Background: an optimization exercise with open tools, aiming at small area, a short achievable clock period and few clock cycles per item. Do not read the settings as production practice. Function was checked by simulation only, so behaviour that the tests miss may differ from the original.

## design/flow/constraint.sdc

```tcl
create_clock -name core_clock -period 5.0 [get_ports {i_clk}]
set_input_delay 1.0000 -clock core_clock [delete_from_list [all_inputs] [get_ports {i_clk}]]
set_output_delay 1.0000 -clock core_clock [all_outputs]
set_load 0.01 [all_outputs]
```

## design/flow/config.mk

```make
export PLATFORM = sky130hd
export DESIGN_NAME = octahedral_normal_encoder_unit
export DESIGN_NICKNAME = octahedral_normal_encoder_unit
export VERILOG_FILES = /design/flow/design.v
export SDC_FILE = /design/flow/constraint.sdc
export NUM_CORES = 4
export LEC_CHECK = 0
export CAP_MARGIN = 20
export CORE_MARGIN = 2
export CORE_UTILIZATION = 55
export CTS_BUF_LIST = sky130_fd_sc_hd__clkbuf_4 sky130_fd_sc_hd__clkbuf_8
export SETUP_SLACK_MARGIN = 2.0
export SLEW_MARGIN = 20
export SYNTH_HIERARCHICAL = 1
export SYNTH_MINIMUM_KEEP_SIZE = 0
```

## design/flow/run.sh

```bash
#!/bin/bash
# synth_recipe.tcl (not shown) runs the flow's synth.tcl, then flattens the netlist and writes it again
# the make line also repeats each setting of config.mk as NAME=value (left out here)
make -C /OpenROAD-flow-scripts/flow DESIGN_CONFIG=/design/flow/config.mk WORK_HOME=/design/flow/orfs CLKGATE_MAP_FILE= SYNTH_SCRIPT=/design/flow/synth_recipe.tcl finish
```

## design/flow/design.v

```verilog
package octne_pkg;
    localparam int QBITS     = 15;
    localparam int HALF_BITS = 16;
    localparam int LW        = 17;
endpackage
module octne_div_step (
    input  logic [octne_pkg::LW-1:0]     i_den,
    input  logic [octne_pkg::LW:0]       i_rem_u,
    input  logic [octne_pkg::QBITS-1:0]  i_low_u,
    input  logic [octne_pkg::LW:0]       i_rem_v,
    input  logic [octne_pkg::QBITS-1:0]  i_low_v,
    output logic [octne_pkg::LW:0]       o_rem_u,
    output logic [octne_pkg::QBITS-1:0]  o_low_u,
    output logic [octne_pkg::LW:0]       o_rem_v,
    output logic [octne_pkg::QBITS-1:0]  o_low_v
);
    localparam int LW = octne_pkg::LW;
    localparam int QB = octne_pkg::QBITS;
    logic s_u, s_v;
    assign s_u = i_rem_u[LW];
    assign s_v = i_rem_v[LW];
    octne_add #(.W(LW+1)) u_lane (
        .i_a   ({i_rem_u[LW-1:0], i_low_u[QB-1]}),
        .i_b   ({1'b0, i_den} ^ {(LW+1){~s_u}}),
        .i_cin (~s_u),
        .o_s   (o_rem_u)
    );
    octne_add #(.W(LW+1)) v_lane (
        .i_a   ({i_rem_v[LW-1:0], i_low_v[QB-1]}),
        .i_b   ({1'b0, i_den} ^ {(LW+1){~s_v}}),
        .i_cin (~s_v),
        .o_s   (o_rem_v)
    );
    assign o_low_u = {i_low_u[QB-2:0], ~o_rem_u[LW]};
    assign o_low_v = {i_low_v[QB-2:0], ~o_rem_v[LW]};
endmodule
module octne_add #(
    parameter int W  = 16,
    parameter int BW = W
) (
    input  logic [W-1:0] i_a,
    input  logic [W-1:0] i_b,
    input  logic         i_cin,
    output logic [W-1:0] o_s
);
    localparam int NL = (W >= 32) ? 6 : (W >= 16) ? 5 : (W >= 8) ? 4 : (W >= 4) ? 3 : 2;
    logic [W:0] g [0:NL];
    logic [W:0] p [0:NL];
    genvar i, l;
    generate
        assign g[0][0] = i_cin;
        assign p[0][0] = 1'b0;
        for (i = 0; i < W; i++) begin : g_pg
            if (i < BW) begin : g_ab
                assign g[0][i+1] = i_a[i] & i_b[i];
                assign p[0][i+1] = i_a[i] ^ i_b[i];
            end else begin : g_a
                assign g[0][i+1] = 1'b0;
                assign p[0][i+1] = i_a[i];
            end
        end
        for (l = 0; l < NL; l++) begin : g_lvl
            for (i = 0; i <= W; i++) begin : g_node
                if ((i >> l) & 1) begin : g_op
                    localparam int J = ((i >> l) << l) - 1;
                    assign g[l+1][i] = g[l][i] | (p[l][i] & g[l][J]);
                    assign p[l+1][i] = p[l][i] & p[l][J];
                end else begin : g_pass
                    assign g[l+1][i] = g[l][i];
                    assign p[l+1][i] = p[l][i];
                end
            end
        end
        for (i = 0; i < W; i++) begin : g_sum
            assign o_s[i] = p[0][i+1] ^ g[NL][i];
        end
    endgenerate
endmodule
module octahedral_normal_encoder_unit #(
    parameter int COMP_WIDTH = 16
) (
    input  logic                         i_clk,
    input  logic                         i_rst_n,
    input  logic                         i_valid,
    output logic                         o_stall,
    input  logic signed [COMP_WIDTH-1:0] i_comp_x,
    input  logic signed [COMP_WIDTH-1:0] i_comp_y,
    input  logic signed [COMP_WIDTH-1:0] i_comp_z,
    output logic                         o_valid,
    input  logic                         i_stall,
    output logic [31:0]                  o_packed_oct,
    output logic                         o_zero_vector
);
    localparam int LW = octne_pkg::LW;
    localparam int QB = octne_pkg::QBITS;
    localparam int RW = LW + 1;               
    localparam logic [QB-2:0] REGMASK = 14'b11_1111_1111_1111;
    localparam int LB = QB - 1;
    localparam int REC = 3 + LW + 2 * (RW + LB);
    logic w_adv;              
    logic r_hv;               
    logic w_fin_v;            
    assign w_adv   = ~(r_hv & i_stall);
    assign o_stall = ~w_adv;
    assign o_valid = r_hv;
    always_ff @(posedge i_clk) begin
        if (!i_rst_n) begin
            r_hv <= 1'b0;
        end else if (w_adv) begin
            r_hv <= w_fin_v;
        end
    end
    logic                  w_sx, w_sy, w_sz;
    logic [COMP_WIDTH-1:0] n_ax, n_ay, n_az;
    logic [COMP_WIDTH-1:0] w_au, w_av;
    logic [COMP_WIDTH-1:0] n_cs, n_cl, n_cu, n_cv;
    logic [COMP_WIDTH-1:0] r0_cs, r0_cl, r0_cu, r0_cv;
    logic                  r0_nx, r0_ny, r0_fold, r0_v;
    assign w_sx = i_comp_x[COMP_WIDTH-1];
    assign w_sy = i_comp_y[COMP_WIDTH-1];
    assign w_sz = i_comp_z[COMP_WIDTH-1];
    octne_add #(.W(COMP_WIDTH), .BW(0)) u_abs_x (
        .i_a(i_comp_x ^ {COMP_WIDTH{w_sx}}), .i_b('0), .i_cin(w_sx), .o_s(n_ax));
    octne_add #(.W(COMP_WIDTH), .BW(0)) u_abs_y (
        .i_a(i_comp_y ^ {COMP_WIDTH{w_sy}}), .i_b('0), .i_cin(w_sy), .o_s(n_ay));
    octne_add #(.W(COMP_WIDTH), .BW(0)) u_abs_z (
        .i_a(i_comp_z ^ {COMP_WIDTH{w_sz}}), .i_b('0), .i_cin(w_sz), .o_s(n_az));
    always_comb begin
        w_au = w_sz ? n_ay : n_ax;
        w_av = w_sz ? n_ax : n_ay;
        n_cs = w_au ^ w_av ^ n_az;
        n_cl = (w_au & w_av) | (w_au & n_az) | (w_av & n_az);
        n_cu = (~w_au & w_av) | (~w_au & n_az) | (w_av & n_az);
        n_cv = (w_au & ~w_av) | (w_au & n_az) | (~w_av & n_az);
    end
    always_ff @(posedge i_clk) begin
        if (!i_rst_n) begin
            r0_v <= 1'b0;
        end else if (w_adv) begin
            r0_v <= i_valid;
        end
    end
    always_ff @(posedge i_clk) begin
        if (w_adv) begin
            r0_cs   <= n_cs;
            r0_cl   <= n_cl;
            r0_cu   <= n_cu;
            r0_cv   <= n_cv;
            r0_nx   <= w_sx;
            r0_ny   <= w_sy;
            r0_fold <= w_sz;
        end
    end
    logic [LW-1:0]         n_l1;
    logic [LW:0]           n_s_u, n_s_v;
    octne_add #(.W(LW)) u_l1 (
        .i_a({1'b0, r0_cs}), .i_b({r0_cl, 1'b0}), .i_cin(1'b0), .o_s(n_l1));
    octne_add #(.W(LW+1)) u_su (
        .i_a({2'b11, ~r0_cs}), .i_b({1'b0, r0_cu, 1'b0}), .i_cin(1'b1), .o_s(n_s_u));
    octne_add #(.W(LW+1)) u_sv (
        .i_a({2'b11, ~r0_cs}), .i_b({1'b0, r0_cv, 1'b0}), .i_cin(1'b1), .o_s(n_s_v));
    logic [LW-1:0] ra_l1;
    logic [LW:0]   ra_s_u, ra_s_v;
    logic          ra_nx, ra_ny, ra_fold, ra_v;
    always_ff @(posedge i_clk) begin
        if (!i_rst_n) begin
            ra_v <= 1'b0;
        end else if (w_adv) begin
            ra_v <= r0_v;
        end
    end
    always_ff @(posedge i_clk) begin
        if (w_adv) begin
            ra_l1   <= n_l1;
            ra_s_u  <= n_s_u;
            ra_s_v  <= n_s_v;
            ra_nx   <= r0_nx;
            ra_ny   <= r0_ny;
            ra_fold <= r0_fold;
        end
    end
    logic [1:0]     w_k_u, w_k_v;
    logic [LW:0]    n_r1_u, n_r1_v;
    logic [REC-1:0] w_first;
    assign w_k_u = ra_s_u[QB+1:QB] + 2'd1;
    assign w_k_v = ra_s_v[QB+1:QB] + 2'd1;
    octne_add #(.W(LW+1), .BW(2)) u_r1_u (
        .i_a(~ra_s_u), .i_b({{(LW-1){1'b0}}, w_k_u}), .i_cin(1'b0), .o_s(n_r1_u));
    octne_add #(.W(LW+1), .BW(2)) u_r1_v (
        .i_a(~ra_s_v), .i_b({{(LW-1){1'b0}}, w_k_v}), .i_cin(1'b0), .o_s(n_r1_v));
    assign w_first = {ra_nx, ra_ny, ra_fold, ra_l1,
                      n_r1_u, ra_s_u[QB-1:1],
                      n_r1_v, ra_s_v[QB-1:1]};
    logic [REC-1:0] w_rec [0:QB-1];
    logic           w_vld [0:QB-1];
    logic [REC-1:0] r_first;
    logic           r_first_v;
    always_ff @(posedge i_clk) begin
        if (!i_rst_n) begin
            r_first_v <= 1'b0;
        end else if (w_adv) begin
            r_first_v <= ra_v;
        end
    end
    always_ff @(posedge i_clk) begin
        if (w_adv) begin
            r_first <= w_first;
        end
    end
    assign w_rec[0] = r_first;
    assign w_vld[0] = r_first_v;
    genvar k;
    generate
        for (k = 0; k < QB - 1; k++) begin : g_div
            logic [REC-1:0] n_rec;
            logic [QB-1:0]  w_lo_u, w_lo_v;
            octne_div_step u_step (
                .i_den   (w_rec[k][2*(RW+LB) +: LW]),
                .i_rem_u (w_rec[k][RW+2*LB +: RW]),
                .i_low_u ({w_rec[k][RW+LB +: LB], ~w_rec[k][RW+2*LB+RW-1]}),
                .i_rem_v (w_rec[k][LB +: RW]),
                .i_low_v ({w_rec[k][0 +: LB], ~w_rec[k][LB+RW-1]}),
                .o_rem_u (n_rec[RW+2*LB +: RW]),
                .o_low_u (w_lo_u),
                .o_rem_v (n_rec[LB +: RW]),
                .o_low_v (w_lo_v)
            );
            assign n_rec[RW+LB +: LB] = w_lo_u[QB-1:1];
            assign n_rec[0 +: LB]     = w_lo_v[QB-1:1];
            assign n_rec[REC-1:2*(RW+LB)] = w_rec[k][REC-1:2*(RW+LB)];
            if (REGMASK[k]) begin : g_reg
                logic [REC-1:0] r_rec;
                logic           r_v;
                always_ff @(posedge i_clk) begin
                    if (!i_rst_n) begin
                        r_v <= 1'b0;
                    end else if (w_adv) begin
                        r_v <= w_vld[k];
                    end
                end
                always_ff @(posedge i_clk) begin
                    if (w_adv) begin
                        r_rec <= n_rec;
                    end
                end
                assign w_rec[k+1] = r_rec;
                assign w_vld[k+1] = r_v;
            end else begin : g_comb
                assign w_rec[k+1] = n_rec;
                assign w_vld[k+1] = w_vld[k];
            end
        end
    endgenerate
    logic [REC-1:0] w_last;
    logic [LW-1:0]  w_den;
    logic [RW-1:0]  w_rem_u, w_rem_v, w_dx;
    logic [QB-1:0]  w_q_u, w_q_v;
    logic           w_nx, w_ny, w_fold, w_zero, w_tie_u, w_tie_v;
    logic [15:0]    w_m_u, w_m_v, w_inc_u, w_inc_v, n_u, n_v;
    logic           w_c_u, w_c_v;
    logic [32:0]    w_fin;
    always_comb begin
        w_last  = w_rec[QB-1];
        w_nx    = w_last[REC-1];
        w_ny    = w_last[REC-2];
        w_fold  = w_last[REC-3];
        w_den   = w_last[2*(RW+LB) +: LW];
        w_rem_u = w_last[RW+2*LB +: RW];
        w_q_u   = {w_last[RW+LB +: LB], ~w_rem_u[RW-1]};
        w_rem_v = w_last[LB +: RW];
        w_q_v   = {w_last[0 +: LB], ~w_rem_v[RW-1]};
        w_dx    = {1'b0, w_den};
        w_zero  = ~(|w_den);
        w_tie_u = ~w_den[0] & (~(|w_rem_u) |
                  ~(|((w_rem_u ^ w_dx) ^ {(w_rem_u[RW-2:0] | w_dx[RW-2:0]), 1'b0})));
        w_tie_v = ~w_den[0] & (~(|w_rem_v) |
                  ~(|((w_rem_v ^ w_dx) ^ {(w_rem_v[RW-2:0] | w_dx[RW-2:0]), 1'b0})));
        w_m_u   = (w_nx & ~w_fold) ? 16'hffff : ((w_fold & ~w_nx) ? 16'h7fff : 16'h0000);
        w_m_v   = (w_ny & ~w_fold) ? 16'hffff : ((w_fold & ~w_ny) ? 16'h7fff : 16'h0000);
        w_c_u   = w_fold ? (w_tie_u ^ w_nx) : w_nx;
        w_c_v   = w_fold ? (w_tie_v ^ w_ny) : w_ny;
    end
    octne_add #(.W(16), .BW(0)) u_out_u (
        .i_a({1'b0, w_q_u} ^ w_m_u), .i_b('0), .i_cin(1'b1), .o_s(w_inc_u));
    octne_add #(.W(16), .BW(0)) u_out_v (
        .i_a({1'b0, w_q_v} ^ w_m_v), .i_b('0), .i_cin(1'b1), .o_s(w_inc_v));
    always_comb begin
        n_u   = (w_c_u ? w_inc_u : ({1'b0, w_q_u} ^ w_m_u)) ^ {w_fold & w_nx, 15'd0};
        n_v   = (w_c_v ? w_inc_v : ({1'b0, w_q_v} ^ w_m_v)) ^ {w_fold & w_ny, 15'd0};
        w_fin = {w_zero, w_zero ? 32'd0 : {n_v, n_u}};
    end
    assign w_fin_v = w_vld[QB-1];
    logic [32:0] r_out;
    always_ff @(posedge i_clk) begin
        if (w_adv) begin
            r_out <= w_fin;
        end
    end
    assign o_packed_oct  = r_out[31:0];
    assign o_zero_vector = r_out[32];
endmodule
```

==> results_dict.tcl, run 1 <==
set metrics [dict create \
    end_kind "register" \
    r2r_start "g_div[5].g_reg.r_rec[63]" \
    insertion_delay_ns 0.94 \
    max_freq_mhz 333 \
    place_hpwl_um 128000 \
    cts_tree "yes" \
    skew_ns 0.0544 \
    fin_nets 7160 \
    worstSetupStartpointType "register" \
    die_w_um 391 \
    max_slew_margin_pct 34.5 \
    cts.root.buffer_cell "clkbuf_8" \
    die_h_um 391 \
    grt-ovfl-total 0 \
    hold_class "register to register" \
    min_period_ns 3.00 \
    io_buffers 86 \
    wl_per_cell_um 20.5 \
    reg2reg_setup_slack_ns 2.00 \
    dieArea_um2 153000 \
    clock_path_buffers 3 \
    rr_endpoint "g_div[6].g_reg.r_rec[61]" \
    rr_worst_depth 9 \
    syn_area_um2 82400 \
    start_util_pct 55.6 \
    cts.htree.levels 4 \
    drtIter0Drc 2763 \
    finalSetupViolations 0 \
    vias 45900 \
    worstMarginPinSlew_ns 0.982 \
    first_pass_iters 7 \
    timing.final.crit_share_pct 60.0 \
    required_ns 5.68 \
    synth_cells 6311 \
    status "no timing/DRC/antenna violations" \
    grt_usage_pct 22.7 \
    clkTransAtPathRegs_ns 0.07 \
    drive_above_1_share_pct 15.6 \
    gp_routability_congestion 0.858 \
    drc_errors 0 \
    cts.sinks 1434 \
    antenna_found_initial 4 \
    synthToLayoutAreaGrowth_pct 9.30 \
    io_pins 87 \
    rsz0062_at_grt "true" \
    synth.avg_cell_area_um2 13.0 \
    multi_input_area_um2 34700 \
    register_area_um2 42900 \
    slew_violations 0 \
    maxCapViolCount 0 \
    vias_per_cell 5.41 \
    tns_ns 0 \
    wl_um 174000 \
    fin_util_pct 60.7 \
    fill_cells 11700 \
    grt_pass1_wl_um 264000 \
    critPathArrivalTime_ns 3.68 \
    core_area_um2 148000 \
    yosys_warnings 23 \
    crit_fanout 8 \
    antenna_left 0 \
    cts-hold-fix-buffers 0 \
    cts_buffers 237 \
    grt_pass1_vias 45700 \
    grt_max_degree 209 \
    worst-setup-path-type "register to register" \
    fp-row-count 141 \
    hold_violations 0 \
    crit_start "g_div[5].g_reg.r_rec[63]" \
    endpoint "g_div[6].g_reg.r_rec[61]" \
]
-- critical path: stages, from the launching register on --
cell      delay [ns]
edfxtp_1        0.51
buf_12          0.20
buf_4           0.14
xnor2_1         0.12
ha_1            0.34
o211ai_2        0.11
or3_4           0.43
a21o_4          0.24
o21ai_2         0.19
fa_1            0.45
-- stage by stage --
step / worst slack [ns] / cell area [um^2] / instances / hold slack [ns]
2_1_floorplan: 0.00180 / 82500 / 6329 / 0.400
3_3_place_gp: 0.622 / 81800 / 7866 / 0.400
3_5_place_dp: 0.547 / 81800 / 7866 / 0.405
4_1_cts: 1.91 / 88200 / 8393 / 0.385
5_1_grt: 1.91 / 90000 / 8471 / 0.384
6_report: 2.00 / 90000 / 8472 / 0.398
-- layout make-up --
| class | count | area share [%] |
|---|---|---|
| Clock buffer | 298 | 4.14 |
| Clock inverter | 139 | 1.18 |
| Inverter | 603 | 2.53 |
| Multi-Input combinational cell | 3765 | 38.5 |
| Sequential cell | 1434 | 47.6 |
| Tap cell | 1930 | 2.68 |
| Timing Repair Buffer | 301 | 3.31 |
| Antenna cell | 2 | 0.00556 |
-- how the worst min path moves through the flow --
stage,from,endpoint,slack [ns],cells after the start
floorplan,r_first[81],g_div[0].g_reg.r_rec[81],0.40,0
global placement,g_div[0].g_reg.r_rec[40],g_div[1].g_reg.r_rec[41],0.40,0
detailed placement,r_first[1],g_div[0].g_reg.r_rec[2],0.40,0
CTS,r_first[33],g_div[0].g_reg.r_rec[34],0.39,0
global route,g_div[0].g_reg.r_rec[1],g_div[1].g_reg.r_rec[2],0.38,0
finish,g_div[8].g_reg.r_rec[83],g_div[9].g_reg.r_rec[83],0.40,0
-- sequential cells by signal (all words and copies together), names as in the netlist, 14 cells and up --
register           flops
g_div.g_reg.r_rec   1176
g_div.g_reg.r_v       14
r0_cl                 16
r0_cs                 16
r0_cu                 16
r0_cv                 16
r_first               84
r_out                 33
ra_l1                 17
ra_s_u                18
ra_s_v                18
-- cells in the final DEF (no fill, tap or decap), types with 30 or more instances in the layout --
cell type        instances
nand2_1                146
o211a_1                 30
o21ai_2                 45
clkinv_1                87
nor2_1                 161
clkbuf_4                61
mux2i_1                 45
fa_1                   189
ha_1                   534
or3_4                   30
xnor2_1                710
clkbuf_8               238
o21ai_1                 98
a21o_1                 232
o211ai_1                31
inv_1                  596
a31oi_1                 60
clkdlybuf4s50_1         80
xor2_1                 259
and3_1                  36
nor3_1                  44
a22o_1                  30
nand3_1                169
a21oi_2                 47
a211oi_2                50
a21oi_1                231
nand4_1                 52
nand3b_1                30
buf_12                  33
buf_4                  166
o21a_1                  33
o21ai_0                 65
edfxtp_1              1416
-- metal layers --
layer | share of wire (%) | up-vias | wire length (um) | track usage, %
met1 | 42 | 22400 | 73400 | 28.9
met3 | 3.3 | 295 | 5820 | 3.09
li1 | - | 22400 | - | -
met5 | 0 | - | 0 | 0
met2 | 51 | 791 | 88500 | 39.7
met4 | 3.6 | 0 | 6220 | 7.64
-- repair_timing --
item	4_1_cts	5_1_grt
pin swaps	20	87
endpoints found under the hold margin	0	0
cloned	1	3
resized for setup	142	208
buffers inserted	89	73
setup endpoints to repair	218	126
Testbench counts, summed over its fixed seeds: cycles 12,152, items 12,000.
==> run 2: changes to the inputs <==
--- a/design/flow/config.mk
+++ b/design/flow/config.mk
@@ -9,3 +9,3 @@
 export CORE_MARGIN = 2
-export CORE_UTILIZATION = 55
+export CORE_UTILIZATION = 65
 export CTS_BUF_LIST = sky130_fd_sc_hd__clkbuf_4 sky130_fd_sc_hd__clkbuf_8
==> results_dict.tcl, run 2 <==
set metrics [dict create \
    status "no timing/DRC/antenna violations" \
    dp_cells 7586 \
    hold_class "register to register" \
    wl_per_cell_um 21.0 \
    multi_input_area_um2 34500 \
    critPathArrivalTime_ns 3.67 \
    rr_worst_depth 9 \
    fin_nets 7119 \
    grt_pass1_wl_um 260000 \
    die_h_um 360 \
    register_area_um2 42900 \
    antenna_found_initial 6 \
    grt_max_degree 179 \
    vias_per_cell 5.67 \
    crit_fanout 7 \
    worstMarginPinSlew_ns 1.13 \
    drive_above_1_share_pct 14.8 \
    gp_routability_congestion 0.872 \
    io_pins 87 \
    crit_start "r_first[63]" \
    worst-setup-path-type "register to register" \
    cts.sinks 1434 \
    yosys_warnings 23 \
    skew_ns 0.0517 \
    synthToLayoutAreaGrowth_pct 7.86 \
    drtIter0Drc 3173 \
    finalSetupViolations 0 \
    core_area_um2 126000 \
    crit_path_cell_trace "buf_6, buf_4, xnor2_1, ha_1, nand3_2, or3_4, a21o_1, o21ai_2, fa_1" \
    dieArea_um2 130000 \
    grt_pass1_vias 45900 \
    final_area_um2 88800 \
    slew_violations 0 \
    fill_cells 8836 \
    maxCapViolCount 0 \
    reg_top3 "g_div.g_reg.r_rec: 1176 flops, r_first: 84 flops, r_out: 33 flops" \
    tns_ns 0 \
    start_util_pct 65.5 \
    synth.avg_cell_area_um2 13.0 \
    wl_um 171000 \
    cts.htree.levels 4 \
    timing.final.crit_share_pct 59.7 \
    die_w_um 360 \
    end_kind "register" \
    clkTransAtPathRegs_ns 0.06 \
    endpoint "g_div[0].g_reg.r_rec[61]" \
    grt_usage_pct 26.3 \
    rr_endpoint "g_div[0].g_reg.r_rec[61]" \
    postPlaceCellArea_um2 81400 \
    cts-hold-fix-buffers 0 \
    max_freq_mhz 335 \
    synth_cells 6311 \
    final_common_cell "edfxtp_1" \
    setup_ws_ns 2.01 \
    drc_errors 0 \
    place_hpwl_um 125000 \
    slowest_stage "edfxtp_1" \
    syn_area_um2 82400 \
    largest_reg_flops 1176 \
    fp-row-count 130 \
    rsz0062_at_grt "true" \
    io_buffers 86 \
    worstSetupStartpointType "register" \
    min_period_ns 2.99 \
    layoutNonFillerInstCount 8144 \
    cts.root.buffer_cell "clkbuf_8" \
    insertion_delay_ns 0.96 \
    antenna_left 0 \
    slowest_delay_ns 0.45 \
    regMostFlops "g_div.g_reg.r_rec" \
    hold_violations 0 \
    required_ns 5.68 \
    cts_tree "yes" \
    clock_path_buffers 3 \
    vias 46100 \
    final_cell_mix "edfxtp_1 (1416), xnor2_1 (703), inv_1 (596)" \
    post-place-ws_ns 0.539 \
    cts_buffers 235 \
    max_slew_margin_pct 24.8 \
    r2r_start "r_first[63]" \
    grt-ovfl-total 0 \
    first_pass_iters 5 \
    reg2reg_setup_slack_ns 2.01 \
]
[run 2: cell types whose count changed in the layout (fill, tap and decap cells not counted), sizes merged, moves of 4 or more]
cell	change
buf	-38
clkinv	-16
bufinv	-10
clkbuf	+9
diode	+4
[run 2: layout make-up]
| class | count | share of cell area (%) |
|---|---|---|
| Timing Repair Buffer | 261 | 2.91 |
| Tap cell | 1650 | 2.32 |
| Clock buffer | 311 | 4.30 |
| Multi-Input combinational cell | 3766 | 38.8 |
| Clock inverter | 113 | 0.818 |
| Antenna cell | 6 | 0.0169 |
| Sequential cell | 1434 | 48.3 |
| Inverter | 603 | 2.56 |
[run 2: worst min path at each step]
stage	start	end	slack, ns	cells past startpoint
4_1_cts	r_first[4]	g_div[0].g_reg.r_rec[5]	0.40	0
5_1_grt	r_first[40]	g_div[0].g_reg.r_rec[41]	0.41	0
3_5_place_dp	r_first[9]	g_div[0].g_reg.r_rec[10]	0.40	0
2_1_floorplan	r_first[81]	g_div[0].g_reg.r_rec[81]	0.40	0
3_3_place_gp	g_div[1].g_reg.r_rec[83]	g_div[2].g_reg.r_rec[83]	0.40	0
6_report	r_first[40]	g_div[0].g_reg.r_rec[41]	0.41	0
[run 2: routing by layer]
metal	routed length (um)	track usage [%]
met5	39	0
met4	8170	11.6
met3	6330	3.55
met2	86600	45.6
met1	69600	33.0
[run 2: what timing repair did]
item                       in CTS  in global routing
buffers inserted               79                 44
resized for setup             119                190
cloned                          4                  1
setup endpoints to repair     183                 87
pin swaps                       9                 47
[run 2: worst max-delay path: cells and delay by family, from the launching register on]
family                   cells  cell delay, ns
buffers and inverters        2            0.33
flip-flops                   1            0.45
AO/OA/AOI/OAI                2            0.42
XOR/XNOR                     1            0.12
adder cells (fa/ha/maj)      2            0.80
AND/OR/NAND/NOR              2            0.58
[run 2: stage by stage]
step                hold WS (ns)  util [%]
CTS                        0.400      69.5
detailed placement         0.405      64.8
finish                     0.405      70.6
global route               0.407      70.6
global placement           0.401      64.8
floorplan                  0.400         -
==> run 3: changes to the inputs <==
--- a/design/flow/config.mk
+++ b/design/flow/config.mk
@@ -9,5 +9,5 @@
 export CORE_MARGIN = 2
-export CORE_UTILIZATION = 65
+export CORE_UTILIZATION = 70
 export CTS_BUF_LIST = sky130_fd_sc_hd__clkbuf_4 sky130_fd_sc_hd__clkbuf_8
-export SETUP_SLACK_MARGIN = 2.0
+export SETUP_SLACK_MARGIN = 1.9
 export SLEW_MARGIN = 20
==> results_dict.tcl, run 3 <==
set metrics [dict create \
    cts_buffers 228 \
    cp_common_cell "buf_4" \
    reg_top3 "g_div.g_reg.r_rec: 1176 flops, r_first: 84 flops, r_out: 33 flops" \
    fin_nets 7058 \
    antenna_left 0 \
    grt_usage_pct 27.9 \
    drtIter0Drc 3452 \
    cts.root.buffer_cell "clkbuf_8" \
    synth_cells 6311 \
    required_ns 5.67 \
    dieArea_um2 120000 \
    finalSetupViolations 0 \
    max_freq_mhz 329 \
    end_kind "register" \
    min_period_ns 3.04 \
    cts-hold-fix-buffers 0 \
    wl_per_cell_um 20.9 \
    worst-setup-path-type "register to register" \
    core_area_um2 117000 \
    drc_errors 0 \
    regMostFlops "g_div.g_reg.r_rec" \
    synth.avg_cell_area_um2 13.0 \
    grt_max_degree 176 \
    insertion_delay_ns 0.95 \
    rsz0062_at_grt "true" \
    slowest_stage "a2bb2oi_1" \
    place_hpwl_um 125000 \
    skew_ns 0.0486 \
    final_cell_mix "edfxtp_1 (1416), xnor2_1 (729), inv_1 (596)" \
    die_w_um 347 \
    grt-ovfl-total 0 \
    synthToLayoutAreaGrowth_pct 5.84 \
    syn_area_um2 82400 \
    timing.final.crit_share_pct 60.8 \
    max_slew_margin_pct 33.6 \
    clock_path_buffers 3 \
    clkTransAtPathRegs_ns 0.06 \
    crit_path_cell_trace "buf_4, buf_4, buf_4, xnor2_1, ha_1, a21oi_1, a2bb2oi_1, a21o_4, o21ai_2, fa_1, xor2_1" \
    cts_tree "yes" \
    vias_per_cell 5.78 \
    vias 46000 \
    status "no timing/DRC/antenna violations" \
    io_buffers 86 \
    gp_routability_congestion 0.879 \
    tns_ns 0 \
    crit_buf_inv 3 \
    worstMarginPinSlew_ns 0.996 \
    wl_um 166000 \
    first_pass_iters 5 \
    final_common_cell "edfxtp_1" \
    io_pins 87 \
    die_h_um 347 \
    cts.sinks 1434 \
    path_delay_family "compound AO/OA/AOI/OAI gates" \
    largest_reg_flops 1176 \
    grt_pass1_vias 46200 \
    worstSetupStartpointType "register" \
    hold_class "register to register" \
    slowest_delay_ns 0.48 \
    critPathArrivalTime_ns 3.71 \
    cts.htree.levels 4 \
    slew_violations 0 \
    antenna_found_initial 6 \
    hold_violations 0 \
    grt_pass1_wl_um 257000 \
    fp-row-count 125 \
    yosys_warnings 23 \
    crit_fanout 5 \
    drive_above_1_share_pct 12.2 \
    start_util_pct 70.7 \
    maxCapViolCount 0 \
]
## run 3: repair_timing
item | in CTS | in global routing
buffers inserted | 56 | 18
resized for setup | 42 | 90
setup endpoints to repair | 115 | 72
pin swaps | 1 | 6
cloned | 2 | 0
## run 3: metrics by stage
step                hold WS [ns]  setup WS, ns  area [um^2]  utilization [%]  instances
floorplan                  0.400       0.00180        82500                -       6329
global placement           0.400         0.635        81300             69.8       7458
detailed placement         0.405         0.590        81300             69.8       7458
CTS                        0.397          1.51        86600             74.3       7937
global route               0.417          1.80        87200             74.8       7960
finish                     0.396          1.96        87200             74.8       7961
## run 3: per-layer routing
metal	global-route usage [%]	wire (um)	up-vias
met5	0	36	-
met4	13.4	7890	6
met3	3.96	7040	315
met2	47.9	83700	1032
met1	35.1	67500	22600
li1	-	-	22100
## run 3: final timing paths
check	from	endpoint	slack (ns)	cells past startpoint
worst min register to register	g_div[5].g_reg.r_rec[1]	g_div[6].g_reg.r_rec[2]	0.40	0
worst max register to register	g_div[9].g_reg.r_rec[31]	g_div[10].g_reg.r_rec[30]	1.96	11
worst max-delay path	g_div[9].g_reg.r_rec[31]	g_div[10].g_reg.r_rec[30]	1.96	11
worst min-delay path	g_div[5].g_reg.r_rec[1]	g_div[6].g_reg.r_rec[2]	0.40	0
## run 3: area by class of cell
class                   count  area [um^2]
diodes                      6         15.0
clock buffers             318         3850
clock inverters           103          682
fillers                  7652        29400
inverters                 603         2280
multi-input cells        3765        33500
flip-flops and latches   1434        42900
well taps                1524         1910
repair buffers            208         2010

what the ideal ports hide:
Ports are ideal in the flow. The routed layouts listed here were re-timed in OpenROAD.
Step 1: set_driving_cell puts a clkbuf_16 on i_clk and a buf_2 on each other input, an assumption about the parent block.
Step 2 also shifts input and output timing later by t, the mid clock arrival at the registers, as if the neighbouring blocks saw the same clock.
Three values: ideal ports, drivers, drivers and shift; two values: the first two.
run | t (ns) | slack for setup (ns) | worst slew at a driven data input, ns
run 1 | 0.997 | 1.999 / 1.999 / 1.109 | 0.04
run 2 | 1.009 | 2.015 / 2.015 / 1.069 | 0.04
run 3 | 0.995 | 1.959 / 1.959 / 1.105 | 0.04
After both steps setup and hold are still met in every run listed. The setup slack of run 2, which loses most, moves by 0.000 ns with the drivers and by -0.946 ns with both steps.
